Background: an optimization exercise with open tools, aiming at small area. Do not read the settings as production practice. At most, simulation tests tie the RTL to the original design; equivalence was not proved. The flow treats the clock pin as an ideal source, which a real chip does not have. Power and IR drop assume default switching activity.

Design hk_top, start of the top module:
module hk_top (
    input  logic                      clk_i,
    input  logic                      rst_i,
    input  logic                      cyc_i,
    input  logic                      stb_i,
    input  logic                      we_i,
    input  logic [hk_pkg::ADR_W-1:0]  adr_i,
    input  logic [31:0]               dat_i,
    output logic                      ack_o,
    output logic [31:0]               dat_o,
    input  logic                      sys_clk_i,
    input  logic                      gtp_clk_i,
    input  logic                      rx_clk_i,
    input  logic                      rx_clk_x2_i,
    input  logic                      clk200_i,
    output logic [hk_pkg::CTRL_W-1:0] ctrl_o
);
For scale: ~490 cells after synthesis.
==> flow/config.mk <==
export PLATFORM = sky130hd
export DESIGN_NAME = hk_top
export DESIGN_NICKNAME = hk_top
export VERILOG_FILES = /design/flow/design.v
export SDC_FILE = /design/flow/constraint.sdc
export NUM_CORES = 4
export LEC_CHECK = 0
export CAP_MARGIN = 0
export CORE_MARGIN = 2
export CORE_UTILIZATION = 75
export PLACE_DENSITY = 0.85
export SLEW_MARGIN = 0
==> flow/constraint.sdc <==
create_clock -name core_clock -period 10.0 [get_ports {clk_i}]
set_input_delay 2.0000 -clock core_clock [delete_from_list [all_inputs] [get_ports {clk_i}]]
set_output_delay 2.0000 -clock core_clock [all_outputs]
set_load 0.01 [all_outputs]
standard.sh (not shown) runs the stock make flow with config.mk's settings and CLKGATE_MAP_FILE= SYNTH_SCRIPT=/design/flow/synth_recipe.tcl, a recipe that flattens the netlist after the stock synthesis.
==> flow/flow/run.sh <==
#!/bin/bash
# Standard layout with: an area-oriented ABC script and no separate adder
# mapping in synthesis (registers are untouched), a small port buffer, and a
# lighter clock tree.
set -euo pipefail
W=$PWD
export MY_ABC_SCRIPT=$W/flow/area.abc
export MY_ABC_DIR=$W/abc_tries
export MY_ABC_SEEDS="1 2 3 4 5 6"
export BUFFER_PORTS_ARGS="-buffer_cell sky130_fd_sc_hd__buf_1"
export POST_CTS_TCL=$W/flow/post_cts.tcl
export SKIP_REPAIR_TIE_FANOUT=1
export CTS_ARGS="-root_buf sky130_fd_sc_hd__clkbuf_8 -buf_list sky130_fd_sc_hd__clkbuf_4 -sink_clustering_enable -sink_clustering_size 30 -sink_clustering_max_diameter 80 -dont_use_dummy_load"
{ head -n 1 synth_recipe.tcl; cat flow/abc_override.tcl; tail -n +2 synth_recipe.tcl; } > my_synth.tcl
bash standard.sh SYNTH_SCRIPT=$W/my_synth.tcl ADDER_MAP_FILE= finish > standard.log 2>&1
==> flow/flow/abc_override.tcl <==
# Map with an area-oriented ABC script (flow/area.abc) instead of the speed
# one. The script's synthesis is randomised by a seed (@SEED@), so it runs once
# per seed in MY_ABC_SEEDS and the smallest mapping is kept (multi-start).
proc abc {args} {
  set i [lsearch -exact $args -script]
  set l [lsearch -exact $args -liberty]
  if { $i < 0 || $l < 0 } {
    yosys abc {*}$args
    return
  }
  set lib [lindex $args [expr {$l + 1}]]
  set dir $::env(MY_ABC_DIR)
  file mkdir $dir
  set fh [open $::env(MY_ABC_SCRIPT) r]
  set template [read $fh]
  close $fh
  yosys design -save pre_abc
  set best_area 1e18
  set best_seed -1
  foreach seed $::env(MY_ABC_SEEDS) {
    yosys design -load pre_abc
    set script $dir/area_$seed.abc
    set fh [open $script w]
    puts $fh [string map [list @SEED@ $seed] $template]
    close $fh
    lset args [expr {$i + 1}] $script
    yosys abc {*}$args
    yosys tee -q -o $dir/stat_$seed.txt stat -liberty $lib
    set fh [open $dir/stat_$seed.txt r]
    set stat [read $fh]
    close $fh
    if { [regexp {Chip area for module '[^']*': ([0-9.eE+]+)} $stat -> area] } {
      puts "abc seed $seed area $area"
      if { $area < $best_area } {
        set best_area $area
        set best_seed $seed
        yosys design -save best_abc
      }
    }
  }
  if { $best_seed < 0 } {
    error "no ABC mapping succeeded"
  }
  yosys design -load best_abc
  puts "abc kept seed $best_seed area $best_area"
}
==> flow/flow/area.abc <==
strash; &get -n; &deepsyn -T 20 -S @SEED@; &put; &get -n; &dch -f; &nf -R 1000 -p; &put; strash; &get -n; &deepsyn -T 20 -S @SEED@; &put; &get -n; &dch -f; &nf -R 1000 -p; &put
Other scripts of this flow, unchanged in this note and not shown: flow/flow/post_cts.tcl
Change:
--- a/flow/flow/run.sh
+++ b/flow/flow/run.sh
@@ -8,2 +7,0 @@
-export MY_ABC_DIR=$W/abc_tries
-export MY_ABC_SEEDS="1 2 3 4 5 6"
==> flow/flow/abc_override.tcl (replaced) <==
# Map with an area-oriented ABC script (flow/area.abc) instead of the speed one
proc abc {args} {
  set i [lsearch -exact $args -script]
  if { $i >= 0 } { lset args [expr {$i + 1}] $::env(MY_ABC_SCRIPT) }
  yosys abc {*}$args
}
==> flow/flow/area.abc (replaced) <==
strash; &get -n; &deepsyn -T 20; &put; &get -n; &dch -f; &nf -R 1000 -p; &put
--- a/flow/config.mk
+++ b/flow/config.mk
@@ -8 +8 @@
-export CAP_MARGIN = 0
+export CAP_MARGIN = 20
@@ -10,3 +10,2 @@
-export CORE_UTILIZATION = 75
-export PLACE_DENSITY = 0.85
-export SLEW_MARGIN = 0
+export CORE_UTILIZATION = 40
+export SLEW_MARGIN = 20
Result: Combinational power rose by 9.9%; core utilization falls by 39 points; setup slack improved by 0.015 ns; power hardly moves; area after synthesis is higher by 1.3%; clock-buffer cell count stays the same; cell area rises by 2.9%.
Change:
--- a/flow/flow/run.sh
+++ b/flow/flow/run.sh
@@ -7,0 +8,2 @@
+export MY_ABC_DIR=$W/abc_tries
+export MY_ABC_SEEDS="1 2 3 4 5 6"
==> flow/flow/abc_override.tcl (replaced) <==
# Map with an area-oriented ABC script (flow/area.abc) instead of the speed
# one. The script's synthesis is randomised by a seed (@SEED@), so it runs once
# per seed in MY_ABC_SEEDS and the smallest mapping is kept (multi-start).
proc abc {args} {
  set i [lsearch -exact $args -script]
  set l [lsearch -exact $args -liberty]
  if { $i < 0 || $l < 0 } {
    yosys abc {*}$args
    return
  }
  set lib [lindex $args [expr {$l + 1}]]
  set dir $::env(MY_ABC_DIR)
  file mkdir $dir
  set fh [open $::env(MY_ABC_SCRIPT) r]
  set template [read $fh]
  close $fh
  yosys design -save pre_abc
  set best_area 1e18
  set best_seed -1
  foreach seed $::env(MY_ABC_SEEDS) {
    yosys design -load pre_abc
    set script $dir/area_$seed.abc
    set fh [open $script w]
    puts $fh [string map [list @SEED@ $seed] $template]
    close $fh
    lset args [expr {$i + 1}] $script
    yosys abc {*}$args
    yosys tee -q -o $dir/stat_$seed.txt stat -liberty $lib
    set fh [open $dir/stat_$seed.txt r]
    set stat [read $fh]
    close $fh
    if { [regexp {Chip area for module '[^']*': ([0-9.eE+]+)} $stat -> area] } {
      puts "abc seed $seed area $area"
      if { $area < $best_area } {
        set best_area $area
        set best_seed $seed
        yosys design -save best_abc
      }
    }
  }
  if { $best_seed < 0 } {
    error "no ABC mapping succeeded"
  }
  yosys design -load best_abc
  puts "abc kept seed $best_seed area $best_area"
}
==> flow/flow/area.abc (replaced) <==
strash; &get -n; &deepsyn -T 20 -S @SEED@; &put; &get -n; &dch -f; &nf -R 1000 -p; &put; strash; &get -n; &deepsyn -T 20 -S @SEED@; &put; &get -n; &dch -f; &nf -R 1000 -p; &put
--- a/flow/config.mk
+++ b/flow/config.mk
@@ -8,0 +9,2 @@
+export CELL_PAD_IN_SITES_DETAIL_PLACEMENT = 0
+export CELL_PAD_IN_SITES_GLOBAL_PLACEMENT = 0
@@ -10 +12,2 @@
-export CORE_UTILIZATION = 40
+export CORE_UTILIZATION = 85
+export PLACE_DENSITY = 0.92
The changed run did not get past global placement on GPL-0301.
Area after synthesis went down by 1.2%.
Synthesized cell count came out lower by 1.8%.

========
The RTL this note starts from:
==> flow/design.v <==
package hk_pkg;
    localparam int ADR_W = 12;
    localparam int DAT_W = 32;
    localparam logic [DAT_W-1:0] DEVICE_ID = 32'h484B_494F;
    localparam logic [DAT_W-1:0] FW_VERSION = {8'd1, 8'd4, 8'd2, 8'd17};
    localparam int SERIAL_W = 64;
    localparam logic [SERIAL_W-1:0] SERIAL_ID = 64'h5A3C_0F96_1E2D_4B87;
    localparam int CTRL_W = 16;
    localparam int NUM_CLOCKS = 5;
    localparam int MON_GATE_CYCLES = 256;
    localparam int MON_GATE_W = $clog2(MON_GATE_CYCLES);
    localparam int MON_RES_W = 8;
endpackage
`timescale 1ns/1ps
module clock_count_cell (
    input  logic                         clk_i,
    input  logic                         rst_i,
    input  logic                         mon_clk_i,
    input  logic                         blank_i,
    input  logic                         win_i,
    output logic [hk_pkg::MON_RES_W-1:0] res_o
);
    logic [6:0] smp_q;
    logic armed_q;
    logic rise;
    logic pulse;
    logic [hk_pkg::MON_RES_W-1:0] cnt_q;
    always_ff @(posedge clk_i) begin
        if (rst_i) begin
            smp_q[0] <= 1'b0;
        end else begin
            smp_q[0] <= mon_clk_i;
        end
    end
    always_ff @(posedge clk_i) begin
        smp_q[6:1] <= smp_q[5:0];
    end
    assign rise  = smp_q[5] && !smp_q[6];
    assign pulse = rise && armed_q;
    always_ff @(posedge clk_i) begin
        if (rst_i) begin
            armed_q <= 1'b0;
        end else if (rise && !blank_i) begin
            armed_q <= 1'b1;
        end
    end
    always_ff @(posedge clk_i) begin
        if (rst_i) begin
            cnt_q <= '0;
        end else if (win_i) begin
            cnt_q <= hk_pkg::MON_RES_W'(pulse);
        end else begin
            cnt_q <= cnt_q + hk_pkg::MON_RES_W'(pulse);
        end
    end
    always_ff @(posedge clk_i) begin
        if (win_i) begin
            res_o <= cnt_q;
        end
    end
endmodule
`timescale 1ns/1ps
module clock_mon (
    input  logic                          clk_i,
    input  logic                          rst_i,
    input  logic [hk_pkg::NUM_CLOCKS-1:0] clk_mon_i,
    output logic [hk_pkg::NUM_CLOCKS*hk_pkg::MON_RES_W-1:0] res_o
);
    localparam logic [7:0] GATE_START   = 8'hFF;   
    localparam logic [7:0] GATE_WIN     = 8'hFE;   
    localparam logic [7:0] GATE_UNBLANK = 8'hF4;   
    logic [7:0] gate_q;
    logic gate_fb;
    logic win;
    logic blank_q;
    assign gate_fb = gate_q[7] ^ gate_q[4] ^ gate_q[2] ^ gate_q[0] ^ (gate_q[6:0] == 7'd0);
    always_ff @(posedge clk_i) begin
        if (rst_i) begin
            gate_q <= GATE_START;
        end else begin
            gate_q <= {gate_q[6:0], gate_fb};
        end
    end
    always_ff @(posedge clk_i) begin
        if (rst_i) begin
            blank_q <= 1'b1;
        end else if (gate_q == GATE_UNBLANK) begin
            blank_q <= 1'b0;
        end
    end
    assign win = (gate_q == GATE_WIN);
    for (genvar i = 0; i < hk_pkg::NUM_CLOCKS; i++) begin : g_cell
        clock_count_cell u_cell (
            .clk_i     (clk_i),
            .rst_i     (rst_i),
            .mon_clk_i (clk_mon_i[i]),
            .blank_i   (blank_q),
            .win_i     (win),
            .res_o     (res_o[i*hk_pkg::MON_RES_W +: hk_pkg::MON_RES_W])
        );
    end
endmodule
`timescale 1ns/1ps
module hk_bus_decode (
    input  logic clk_i,
    input  logic rst_i,
    input  logic cyc_i,
    input  logic stb_i,
    output logic ph1_o,
    output logic ack_o
);
    logic st0_q;
    logic st1_q;
    always_ff @(posedge clk_i) begin
        if (rst_i) begin
            st0_q <= 1'b0;
            st1_q <= 1'b0;
        end else begin
            st0_q <= !st1_q && (st0_q || (cyc_i && stb_i));
            st1_q <= st0_q;
        end
    end
    assign ph1_o = st0_q && !st1_q;
    assign ack_o = st1_q && !st0_q;
endmodule
`timescale 1ns/1ps
module hk_id_regs (
    input  logic                      clk_i,
    input  logic                      rst_i,
    input  logic                      ph1_i,
    input  logic                      ack_i,
    input  logic                      we_i,
    input  logic [hk_pkg::ADR_W-1:0]  adr_i,
    input  logic [31:0]               dat_i,
    output logic                      serial_bit_o,
    output logic [hk_pkg::CTRL_W-1:0] ctrl_o
);
    logic int_slot2;
    logic int_slot3;
    logic [6:0] ptr_q;
    assign int_slot2 = (adr_i[11:6] == 6'd0) && (adr_i[3:2] == 2'd2);
    assign int_slot3 = (adr_i[11:6] == 6'd0) && (adr_i[3:2] == 2'd3);
    always_ff @(posedge clk_i) begin
        if (rst_i) begin
            ctrl_o <= '0;
        end else if (ph1_i && we_i && int_slot3) begin
            ctrl_o <= dat_i[hk_pkg::CTRL_W-1:0];
        end
    end
    always_ff @(posedge clk_i) begin
        if (rst_i) begin
            ptr_q <= '0;
        end else if (ack_i && int_slot2) begin
            if (we_i) begin
                if (dat_i[31]) begin
                    ptr_q <= '0;
                end
            end else if (!ptr_q[6]) begin
                ptr_q <= ptr_q + 1'b1;
            end
        end
    end
    assign serial_bit_o = !ptr_q[6] && hk_pkg::SERIAL_ID[ptr_q[5:0]];
endmodule
`timescale 1ns/1ps
module hk_top (
    input  logic                      clk_i,
    input  logic                      rst_i,
    input  logic                      cyc_i,
    input  logic                      stb_i,
    input  logic                      we_i,
    input  logic [hk_pkg::ADR_W-1:0]  adr_i,
    input  logic [31:0]               dat_i,
    output logic                      ack_o,
    output logic [31:0]               dat_o,
    input  logic                      sys_clk_i,
    input  logic                      gtp_clk_i,
    input  logic                      rx_clk_i,
    input  logic                      rx_clk_x2_i,
    input  logic                      clk200_i,
    output logic [hk_pkg::CTRL_W-1:0] ctrl_o
);
    logic ph1;
    logic serial_bit;
    logic [hk_pkg::NUM_CLOCKS*hk_pkg::MON_RES_W-1:0] res;
    logic [hk_pkg::NUM_CLOCKS-1:0] alive;
    logic [2:0] ch;
    hk_bus_decode u_decode (
        .clk_i (clk_i),
        .rst_i (rst_i),
        .cyc_i (cyc_i),
        .stb_i (stb_i),
        .ph1_o (ph1),
        .ack_o (ack_o)
    );
    hk_id_regs u_id_regs (
        .clk_i        (clk_i),
        .rst_i        (rst_i),
        .ph1_i        (ph1),
        .ack_i        (ack_o),
        .we_i         (we_i),
        .adr_i        (adr_i),
        .dat_i        (dat_i),
        .serial_bit_o (serial_bit),
        .ctrl_o       (ctrl_o)
    );
    clock_mon u_clock_mon (
        .clk_i     (clk_i),
        .rst_i     (rst_i),
        .clk_mon_i ({clk200_i, rx_clk_x2_i, rx_clk_i, gtp_clk_i, sys_clk_i}),
        .res_o     (res)
    );
    for (genvar i = 0; i < hk_pkg::NUM_CLOCKS; i++) begin : g_alive
        assign alive[i] = (res[i*hk_pkg::MON_RES_W +: hk_pkg::MON_RES_W] != '0);
    end
    assign ch = adr_i[4:2];
    always_comb begin
        dat_o = '0;
        if (!we_i && (adr_i[11:6] == 6'd0)) begin
            case (adr_i[3:2])
                2'd0: dat_o = hk_pkg::DEVICE_ID;
                2'd1: dat_o = hk_pkg::FW_VERSION;
                2'd2: dat_o[0] = serial_bit;
                default: dat_o = {11'b0, alive, ctrl_o};
            endcase
        end else if (!we_i && (adr_i[11:6] == 6'd1) && (ch < 3'd5)) begin
            dat_o[hk_pkg::MON_RES_W-1:0] = res[ch*hk_pkg::MON_RES_W +: hk_pkg::MON_RES_W];
        end
    end
endmodule
Settings: LEC_CHECK=0, CAP_MARGIN=20, CORE_MARGIN=2, CORE_UTILIZATION=40, SLEW_MARGIN=20; clock period 10.0 ns.
==> flow/flow/run.sh <==
#!/bin/bash
# Standard layout with: an area-oriented ABC script and no separate adder
# mapping in synthesis (registers are untouched), a small port buffer, and a
# lighter clock tree.
set -euo pipefail
W=$PWD
export MY_ABC_SCRIPT=$W/flow/area.abc
export BUFFER_PORTS_ARGS="-buffer_cell sky130_fd_sc_hd__buf_1"
export CTS_ARGS="-buf_list sky130_fd_sc_hd__clkbuf_8 -sink_clustering_enable -sink_clustering_size 40 -sink_clustering_max_diameter 100 -dont_use_dummy_load"
{ head -n 1 synth_recipe.tcl; cat flow/abc_override.tcl; tail -n +2 synth_recipe.tcl; } > my_synth.tcl
bash standard.sh SYNTH_SCRIPT=$W/my_synth.tcl ADDER_MAP_FILE= finish > standard.log 2>&1
==> flow/flow/abc_override.tcl <==
# Map with an area-oriented ABC script (flow/area.abc) instead of the speed one
proc abc {args} {
  set i [lsearch -exact $args -script]
  if { $i >= 0 } { lset args [expr {$i + 1}] $::env(MY_ABC_SCRIPT) }
  yosys abc {*}$args
}
==> flow/flow/area.abc <==
strash; &get -n; &deepsyn -T 20; &put; &get -n; &dch -f; &nf -R 1000 -p; &put
Edit:
==> flow/flow/run.sh (replaced) <==
#!/bin/bash
# Standard layout with: an area-oriented ABC script and no separate adder
# mapping in synthesis (registers are untouched), a small port buffer, and a
# lighter clock tree.
set -euo pipefail
W=$PWD
export MY_ABC_SCRIPT=$W/flow/area.abc
export BUFFER_PORTS_ARGS="-buffer_cell sky130_fd_sc_hd__buf_1"
export CTS_ARGS="-buf_list sky130_fd_sc_hd__clkbuf_16 -sink_clustering_enable -sink_clustering_size 50 -sink_clustering_max_diameter 150 -dont_use_dummy_load"
{ head -n 1 synth_recipe.tcl; cat flow/abc_override.tcl; tail -n +2 synth_recipe.tcl; } > my_synth.tcl
bash standard.sh SYNTH_SCRIPT=$W/my_synth.tcl ADDER_MAP_FILE= finish > standard.log 2>&1
Outcome:
- The changed run finished with timing, DRC and antenna clean
- design area goes up by about 3%
- synthesized cell count is unchanged
- wire length decreases by about 0.46%
- fmax hardly moves
- sequential share of layout area came out lower by 1.8 points
- area after synthesis stays the same
- final cell count stays the same
- power went up by about 16%
- die area stays the same
Function was not checked in any run of this note: the RTL went through the layout flow alone.

[separate check: timing with driven ports]
Ports are ideal in the flow. The routed layouts listed here were re-timed in OpenROAD. Step 1, drivers: a clkbuf_16 drives clk_i and a buf_2 each remaining input, both assumed. Step 2, shift: input delay + t, output delay - t, t = (earliest + latest rising clock arrival at the registers) / 2. This alone moves slack from input paths to output paths. a / b / c = ideal / step 1 / step 2; a / b = the first two.
run	shift t [ns]	setup slack, ns	clock arrival spread, ns	slew at the worst register clock pin (ns)
the first run of note 1	0.452	3.810 / 3.788 / 3.788	0.035 / 0.035	0.10 / 0.10
the second run of note 1	0.450	3.824 / 3.804 / 3.804	0.037 / 0.037	0.11 / 0.11
the first run of note 2	0.456	4.107 / 4.087 / 4.087	0.024 / 0.024	0.08 / 0.08
the second run of note 2	0.443	4.112 / 4.092 / 4.092	0.019 / 0.019	0.06 / 0.06
After both steps every run listed still meets setup and hold. For the first run of note 1, which loses most, drivers alone change the setup slack by -0.022 ns; drivers and shift together by -0.022 ns.
